Context: an optimization exercise on an open-source flow, tuned for small area and a short achievable clock period. The choices shown serve that exercise and are no tape-out recipe.
Where RTL was checked, it was by simulation tests only, not by an equivalence proof against the original.
Power is estimated from default activity; no workload was simulated.

==> flow/design.v (excerpt) <==
module peripheral_packet_slave #(
  parameter int DEPTH        = 32,
  parameter int READ_LATENCY = 2
) (
  input  logic        clk,
  input  logic        reset,
  input  logic [3:0]  av_nativeaddress,
  input  logic [3:0]  av_byteenable,
  input  logic        av_read,
  input  logic        av_write,
  input  logic [31:0] av_writedata,
  output logic        av_waitrequest,
  output logic [31:0] av_readdata,
  output logic        av_readdatavalid,
  output logic        av_endofpacket,
  input  logic [31:0] st_data,
  input  logic        st_valid,
  input  logic        st_endofpacket,
  output logic        st_ready
);
Size: roughly 3000 cells after synthesis, roughly 110 I/O pins, about 59000 um2 of cells after synthesis.
Settings: LEC_CHECK=0, CAP_MARGIN=20, CORE_MARGIN=2, CORE_UTILIZATION=40, SETUP_SLACK_MARGIN=1.8, SLEW_MARGIN=20; clock period 4.5 ns.
run.sh (not shown) runs the stock make flow with config.mk's settings and CLKGATE_MAP_FILE= SYNTH_SCRIPT=/design/flow/synth_recipe.tcl, a recipe that flattens the netlist after the stock synthesis.
Next try:
- SETUP_SLACK_MARGIN: 1.8 -> unset
Die area stays the same.
Count of clock-buffer cells in the layout came out lower by 10.
Maximum frequency came out lower by 12%.
Utilization came out lower by 0.77 points.
Routed wire length came out lower by 3.3%.


Another version of the RTL of peripheral_packet_slave (not shown whole).
For scale: about 2900 cells after synthesis, about 1500 flip-flops, roughly 110 I/O pins, roughly 60000 µm² of cells after synthesis.
clock: 4.5 ns
lec_check: 0
cap_margin: 20
core_margin: 2
core_utilization: 40
cts_buf_list: sky130_fd_sc_hd__clkbuf_8
cts_cluster_size: 30
setup_slack_margin: 2.2
slew_margin: 20
The starting point completed without violations.
Next try:
--- a/flow/config.mk
+++ b/flow/config.mk
@@ -9,5 +9,4 @@
 export CORE_MARGIN = 2
-export CORE_UTILIZATION = 40
-export CTS_BUF_LIST = sky130_fd_sc_hd__clkbuf_8
-export CTS_CLUSTER_SIZE = 30
+export CORE_UTILIZATION = 65
+export PLACE_DENSITY = 0.75
 export SETUP_SLACK_MARGIN = 2.2
Outcome:
- fmax goes down by a few percent
- global-route usage goes up by 16 points
- power goes up by a few percent
Function was not checked in any run of this note: the RTL went through the layout flow alone.


peripheral_packet_slave again, from the RTL that the note above started with.
Design peripheral_packet_slave, start of the top module:
module peripheral_packet_slave #(
  parameter int DEPTH        = 32,
  parameter int READ_LATENCY = 2
) (
  input  logic        clk,
  input  logic        reset,
  input  logic [3:0]  av_nativeaddress,
  input  logic [3:0]  av_byteenable,
  input  logic        av_read,
  input  logic        av_write,
  input  logic [31:0] av_writedata,
  output logic        av_waitrequest,
  output logic [31:0] av_readdata,
  output logic        av_readdatavalid,
  output logic        av_endofpacket,
  input  logic [31:0] st_data,
  input  logic        st_valid,
  input  logic        st_endofpacket,
  output logic        st_ready
);
Settings: LEC_CHECK=0, CAP_MARGIN=20, CORE_MARGIN=2, CORE_UTILIZATION=40, SETUP_SLACK_MARGIN=2.2, SLEW_MARGIN=20; clock period 4.5 ns.
The starting point finished clean.
Then changed:
==> flow/flow/run.sh (new file) <==
#!/bin/bash
cp standard.sh synth_recipe.tcl config.mk out/ 2>/dev/null
bash standard.sh > standard.log 2>&1
==> flow/standard.sh (new file) <==
#!/bin/bash
# synth_recipe.tcl (not shown) runs the flow's synth.tcl, then flattens the netlist and writes it again
# the make line also repeats each setting of config.mk as NAME=value (left out here)
make -C /OpenROAD-flow-scripts/flow DESIGN_CONFIG=/design/flow/config.mk WORK_HOME=/design/flow/orfs CLKGATE_MAP_FILE= SYNTH_SCRIPT=/design/flow/synth_recipe.tcl "${@:-finish}"
removed: flow/run.sh
Outcome: The changed run completed with no timing, DRC or antenna violations. Total power does not change. Flip-flop and latch count is unchanged. Worst setup slack is unchanged. Clock skew is unchanged. Die area does not change. Combinational power barely changes. Non-clock buffer count is unchanged.
No functional check of the RTL was part of any run of this note.


== job 101 ==
The RTL this note starts from:
==> flow/design.v <==
module peripheral_packet_slave #(
  parameter int DEPTH        = 32,
  parameter int READ_LATENCY = 2
) (
  input  logic        clk,
  input  logic        reset,
  input  logic [3:0]  av_nativeaddress,
  input  logic [3:0]  av_byteenable,
  input  logic        av_read,
  input  logic        av_write,
  input  logic [31:0] av_writedata,
  output logic        av_waitrequest,
  output logic [31:0] av_readdata,
  output logic        av_readdatavalid,
  output logic        av_endofpacket,
  input  logic [31:0] st_data,
  input  logic        st_valid,
  input  logic        st_endofpacket,
  output logic        st_ready
);
  logic [32:0]   mem [32];
  logic [4:0]    wr_ptr, rd_ptr;
  logic [5:0]    pkt_cnt;
  logic          empty, full;
  logic          head_eop;   
  logic [31:0]   scratch [3:15];
  logic          flush, push, pop, rd_acc, clr, inc, dec;
  logic [4:0]    rd_inc;
  logic [5:0]    level, pkt_inc, pkt_dec;
  logic [31:0]   wd_r;
  logic          s0_vld, s0_eop;
  logic [7:0]    s0_mhi;     
  logic [3:0]    s0_mlo;     
  logic [3:0]    s0_ahi;     
  logic [3:0]    s0_alo;     
  logic [11:0]   s0_stat;    
  logic          s1_vld, s1_eop;
  logic [31:0]   s1_dat;
  pkt_slave_waitreq u_waitreq (
    .rd(av_read), .empty(empty), .addr(av_nativeaddress), .y(av_waitrequest)
  );
  pkt_slave_stready u_stready (
    .full(full), .reset(reset), .wr(av_write), .be0(av_byteenable[0]),
    .wd0(av_writedata[0]), .addr(av_nativeaddress), .y(st_ready)
  );
  assign flush    = av_write & (av_nativeaddress == 4'd2) & av_byteenable[0] & av_writedata[0];
  assign push     = st_valid & ~full & ~reset & ~flush;
  assign rd_acc   = av_read & ~av_write & ~(av_nativeaddress == 4'd0 & empty);
  assign pop      = av_read & ~av_write & (av_nativeaddress == 4'd0) & ~empty;
  assign clr      = reset | flush;
  assign level    = {full, wr_ptr - rd_ptr};
  assign rd_inc   = rd_ptr + 5'd1;
  assign inc      = push & st_endofpacket;
  assign dec      = pop & head_eop;
  pkt_slave_incdec u_pkt_incdec (.x(pkt_cnt), .inc(pkt_inc), .dec(pkt_dec));
  always_ff @(posedge clk) begin
    if (~full) mem[wr_ptr] <= {st_endofpacket, st_data};
  end
  always_ff @(posedge clk) begin
    if (clr) begin
      wr_ptr  <= '0;
      rd_ptr  <= '0;
      pkt_cnt <= '0;
      empty   <= 1'b1;
      full    <= 1'b0;
    end else begin
      if (push) wr_ptr <= wr_ptr + 5'd1;
      if (pop)  rd_ptr <= rd_inc;
      if (inc & ~dec)      pkt_cnt <= pkt_inc;
      else if (dec & ~inc) pkt_cnt <= pkt_dec;
      empty   <= (empty & ~push) | (level == 6'd1 & pop & ~push);
      full    <= (full & ~pop) | (level == 6'd31 & push & ~pop);
    end
  end
  logic [31:0] rd_oh;
  logic [10:0] eop_grp;
  logic [32:0] eop_nxt_src;
  logic [32:0] eop_nxt_sel;
  logic        next_eop, one_left;
  pkt_slave_dec32 u_rd_dec (.p(rd_ptr), .y(rd_oh));
  always_comb begin
    for (int i = 0; i < 32; i++) begin
      eop_nxt_src[i] = mem[(i + 1) % 32][32];
      eop_nxt_sel[i] = rd_oh[i];
    end
    eop_nxt_src[32] = 1'b0;
    eop_nxt_sel[32] = 1'b0;
  end
  for (genvar g = 0; g < 11; g++) begin : g_eop
    if (g < 10) begin : g_full
      pkt_slave_aoi222 u_aoi (
        .a0(eop_nxt_src[3*g]),   .s0(eop_nxt_sel[3*g]),
        .a1(eop_nxt_src[3*g+1]), .s1(eop_nxt_sel[3*g+1]),
        .a2(eop_nxt_src[3*g+2]), .s2(eop_nxt_sel[3*g+2]),
        .y (eop_grp[g])
      );
    end else begin : g_last
      assign eop_grp[g] = ~((eop_nxt_src[30] & eop_nxt_sel[30]) | (eop_nxt_src[31] & eop_nxt_sel[31]));
    end
  end
  assign next_eop = ~&eop_grp;
  assign one_left = (wr_ptr - rd_ptr == 5'd1) & ~full;
  always_ff @(posedge clk) begin
    if (pop)        head_eop <= one_left ? st_endofpacket : next_eop;
    else if (empty) head_eop <= st_endofpacket;
  end
  assign wd_r = av_writedata & {32{~reset}};
  always_ff @(posedge clk) begin
    for (int a = 3; a < 16; a++)
      for (int b = 0; b < 4; b++)
        if (reset | (av_write & (av_nativeaddress == 4'(a)) & av_byteenable[b]))
          scratch[a][8*b +: 8] <= wd_r[8*b +: 8];
  end
  always_ff @(posedge clk) begin
    s0_vld  <= ~reset & rd_acc;
    s0_eop  <= head_eop & (av_nativeaddress == 4'd0);
    for (int i = 0; i < 8; i++) s0_mhi[i] <= (av_nativeaddress == 4'd0) & (rd_ptr[4:2] == 3'(i));
    for (int i = 0; i < 4; i++) s0_mlo[i] <= (rd_ptr[1:0] == 2'(i));
    for (int i = 0; i < 4; i++) s0_ahi[i] <= (av_nativeaddress[3:2] == 2'(i));
    for (int i = 0; i < 4; i++) s0_alo[i] <= (av_nativeaddress[1:0] == 2'(i));
    s0_stat <= (av_nativeaddress == 4'd1) ? {pkt_cnt, level} : 12'd0;
  end
  logic [31:0] src [45];
  logic [44:0] sel;
  logic [14:0] grp [32];
  logic [31:0] rsp_dat;
  always_comb begin
    for (int i = 0; i < 32; i++) begin
      src[i] = mem[i][31:0];
      sel[i] = s0_mhi[i / 4] & s0_mlo[i % 4];
    end
    for (int k = 3; k < 16; k++) begin
      src[32 + k - 3] = scratch[k];
      sel[32 + k - 3] = s0_ahi[k / 4] & s0_alo[k % 4];
    end
  end
  for (genvar b = 0; b < 32; b++) begin : g_bit
    for (genvar g = 0; g < 15; g++) begin : g_grp
      pkt_slave_aoi222 u_aoi (
        .a0(src[3*g][b]),   .s0(sel[3*g]),
        .a1(src[3*g+1][b]), .s1(sel[3*g+1]),
        .a2(src[3*g+2][b]), .s2(sel[3*g+2]),
        .y (grp[b][g])
      );
    end
  end
  logic [31:0] stat_n;
  assign stat_n = ~{10'h000, s0_stat[11:6], 10'h000, s0_stat[5:0]};
  for (genvar b = 0; b < 32; b++) begin : g_or
    logic n0, n1, n2, n3, m0, m1;
    pkt_slave_nand4 u_n0 (.a(grp[b][0]),  .b(grp[b][1]),  .c(grp[b][2]),  .d(grp[b][3]),  .y(n0));
    pkt_slave_nand4 u_n1 (.a(grp[b][4]),  .b(grp[b][5]),  .c(grp[b][6]),  .d(grp[b][7]),  .y(n1));
    pkt_slave_nand4 u_n2 (.a(grp[b][8]),  .b(grp[b][9]),  .c(grp[b][10]), .d(grp[b][11]), .y(n2));
    if ((b < 6) || (b >= 16 && b < 22)) begin : g_st
      pkt_slave_nand4 u_n3 (.a(grp[b][12]), .b(grp[b][13]), .c(grp[b][14]), .d(stat_n[b]), .y(n3));
    end else begin : g_nost
      pkt_slave_nand3 u_n3 (.a(grp[b][12]), .b(grp[b][13]), .c(grp[b][14]), .y(n3));
    end
    pkt_slave_nor2  u_m0 (.a(n0), .b(n1), .y(m0));
    pkt_slave_nor2  u_m1 (.a(n2), .b(n3), .y(m1));
    pkt_slave_nand2 u_y  (.a(m0), .b(m1), .y(rsp_dat[b]));
  end
  always_ff @(posedge clk) begin
    s1_vld <= ~reset & s0_vld;
    s1_eop <= ~reset & s0_vld & s0_eop;
    s1_dat <= rsp_dat;
  end
  assign av_readdatavalid = s1_vld;
  assign av_readdata      = s1_dat;
  assign av_endofpacket   = s1_eop;
endmodule
module pkt_slave_aoi222 (
  input  logic a0, s0, a1, s1, a2, s2,
  output logic y
);
  assign y = ~((a0 & s0) | (a1 & s1) | (a2 & s2));
endmodule
module pkt_slave_waitreq (
  input  logic       rd, empty,
  input  logic [3:0] addr,
  output logic       y
);
  assign y = rd & (addr == 4'd0) & empty;
endmodule
module pkt_slave_stready (
  input  logic       full, reset, wr, be0, wd0,
  input  logic [3:0] addr,
  output logic       y
);
  assign y = ~full & ~reset & ~(wr & (addr == 4'd2) & be0 & wd0);
endmodule
module pkt_slave_incdec (
  input  logic [5:0] x,
  output logic [5:0] inc, dec
);
  assign inc = x + 6'd1;
  assign dec = x - 6'd1;
endmodule
module pkt_slave_nand4 (input logic a, b, c, d, output logic y);
  assign y = ~(a & b & c & d);
endmodule
module pkt_slave_nand3 (input logic a, b, c, output logic y);
  assign y = ~(a & b & c);
endmodule
module pkt_slave_nor2 (input logic a, b, output logic y);
  assign y = ~(a | b);
endmodule
module pkt_slave_nand2 (input logic a, b, output logic y);
  assign y = ~(a & b);
endmodule
module pkt_slave_dec32 (
  input  logic [4:0]  p,
  output logic [31:0] y
);
  always_comb
    for (int i = 0; i < 32; i++) y[i] = (p == 5'(i));
endmodule
Settings: LEC_CHECK=0, CAP_MARGIN=20, CORE_MARGIN=2, CORE_UTILIZATION=40, SETUP_SLACK_MARGIN=2.3, SLEW_MARGIN=20, SYNTH_HIERARCHICAL=1; clock period 4.5 ns.
standard.sh (not shown) runs the stock make flow with config.mk's settings and CLKGATE_MAP_FILE= SYNTH_SCRIPT=/design/flow/synth_recipe.tcl, a recipe that flattens the netlist after the stock synthesis.
==> flow/flow/run.sh <==
#!/bin/bash
bash standard.sh \
  BUFFER_PORTS_ARGS="-buffer_cell sky130_fd_sc_hd__buf_2" \
  CTS_ARGS="-sink_clustering_enable -repair_clock_nets -dont_use_dummy_load -sink_clustering_size 27 -sink_clustering_max_diameter 135" \
  finish > make.log 2>&1
What job 102 does differently from job 101 at the input level:
Settings: SETUP_SLACK_MARGIN: 2.3 -> 2.2.
==> flow/flow/run.sh <==
#!/bin/bash
bash standard.sh \
  BUFFER_PORTS_ARGS="-buffer_cell sky130_fd_sc_hd__buf_2" \
  CTS_ARGS="-sink_clustering_enable -repair_clock_nets -dont_use_dummy_load -sink_clustering_size 24 -sink_clustering_max_diameter 120" \
  finish > make.log 2>&1
Results
Job 102: all stages complete, timing, DRC and antenna checks passed. Between job 102 and job 101, it is job 102 whose routed length on met2 is lower, by about 1.7%. Final antenna diode count, job 101 and job 102: smaller value in job 101. Met3 wire length, job 101 and job 102: higher on job 101.
diff inputs: job 102 => job 103
Settings: SETUP_SLACK_MARGIN now 2.3, was 2.2.
### Flow results
Job 103 -> job 102: combinational fraction of design power flat
In terms of fraction of area in multi-input gates, job 102 and job 103 differ only marginally.
Number of non-clock buffers grows slightly when moving from job 102 to job 103.
Against job 102, job 103 comes in 0.62 points higher on met2 layer usage reported by global route.
Job 102 → job 103: final worst-path cycle share decreased by 0.73 points relative to the old numbers; first-pass GRT wire length increased by about 2.5% relative to the old numbers.
Modified inputs, job 104 compared to job 103
Settings: CORE_UTILIZATION now 50, was 40.
Results
For the minimum clock period, job 104 came in 63 ps higher than job 103 did. The worst setup slack of job 104 was inferior to that of job 103. Summary: with job 103 as the reference, final area in job 104 moved up slightly. The higher combinational share of power came out of job 104. Job 104 ends up with higher via count than job 103 does. Looking at total wirelength of the detailed-routed design, job 104 sits 8.0% higher than job 103 does.
What job 105 does differently from job 104 at the input level:
Settings: swapping 50 for 40 in CORE_UTILIZATION.
==> flow/flow/run.sh <==
#!/bin/bash
bash standard.sh \
  BUFFER_PORTS_ARGS="-buffer_cell sky130_fd_sc_hd__buf_2" \
  CTS_ARGS="-sink_clustering_enable -repair_clock_nets -dont_use_dummy_load -sink_clustering_size 27 -sink_clustering_max_diameter 135" \
  finish > make.log 2>&1
Findings:
Final routed wirelength across all metal layers is lower on job 105. Going from job 104 to job 105, via count went down by about 3.6%; fraction of met3 tracks used by global routing fell by 1.2 points; maximum number of pins on one net before global-route repair shows an increase of about 35%. The lower clock network power share of job 104 and job 105 is in job 105. In the tables for job 104 and job 105, overall routing resource usage reads lower with job 105. Job 105 vs job 104 — post-CTS setup-driven buffer insertion count dropped by more than 10%. Going from job 104 to job 105, clock-buffer cell count fell by 6, setup slack grew by 64 ps.

[afterwards: timing with drivers on the ports]
The flow's constraints put no driver on any port. The routed layouts listed below were extracted and timed again, unchanged, in two steps.
Step 1 sets driving cells, clkbuf_16 on the clock port and buf_2 on the other inputs (assumed; they add their load-dependent delay and slew).
Step 2, shift: input delay + t, output delay - t, t = (earliest + latest rising clock arrival at the registers) / 2. This alone moves slack from input paths to output paths.
Slacks: no drivers / after step 1 / after step 2; pairs: no drivers / after step 1.
run | t (ns) | setup slack, ns | hold WS [ns] | clock arrival spread, ns | cell pins on the clock port's net
the first run of note 1 | 0.859 | 1.162 / 1.162 / 0.752 | 0.316 / 0.275 / 0.490 | 0.040 / 0.040 | 1
the second run of note 1 | 0.862 | 0.697 / 0.670 / 0.472 | 0.476 / 0.476 / 0.476 | 0.038 / 0.038 | 1
the first run of note 2 | 1.026 | 1.758 / 1.758 / 1.121 | 0.088 / 0.061 / 0.412 | 0.056 / 0.055 | 1
the second run of note 2 | 0.837 | 1.667 / 1.667 / 1.102 | 0.241 / 0.257 / 0.413 | 0.032 / 0.031 | 1
the first run of note 3 | 0.848 | 1.851 / 1.851 / 1.172 | 0.255 / 0.233 / 0.403 | 0.028 / 0.028 | 1
the second run of note 3 | 0.848 | 1.851 / 1.851 / 1.172 | 0.255 / 0.233 / 0.403 | 0.028 / 0.028 | 1
job 101 | 0.742 | 2.062 / 2.001 / 1.588 | 0.439 / 0.426 / 0.460 | 0.054 / 0.055 | 1
job 102 | 0.740 | 2.028 / 1.989 / 1.566 | 0.455 / 0.468 / 0.479 | 0.084 / 0.084 | 1
job 103 | 0.758 | 2.061 / 2.000 / 1.585 | 0.423 / 0.405 / 0.464 | 0.052 / 0.052 | 1
job 104 | 0.738 | 1.998 / 1.977 / 1.538 | 0.442 / 0.439 / 0.442 | 0.052 / 0.052 | 1
job 105 | 0.742 | 2.062 / 2.001 / 1.588 | 0.439 / 0.426 / 0.460 | 0.054 / 0.055 | 1
After both steps every run listed still meets setup and hold.
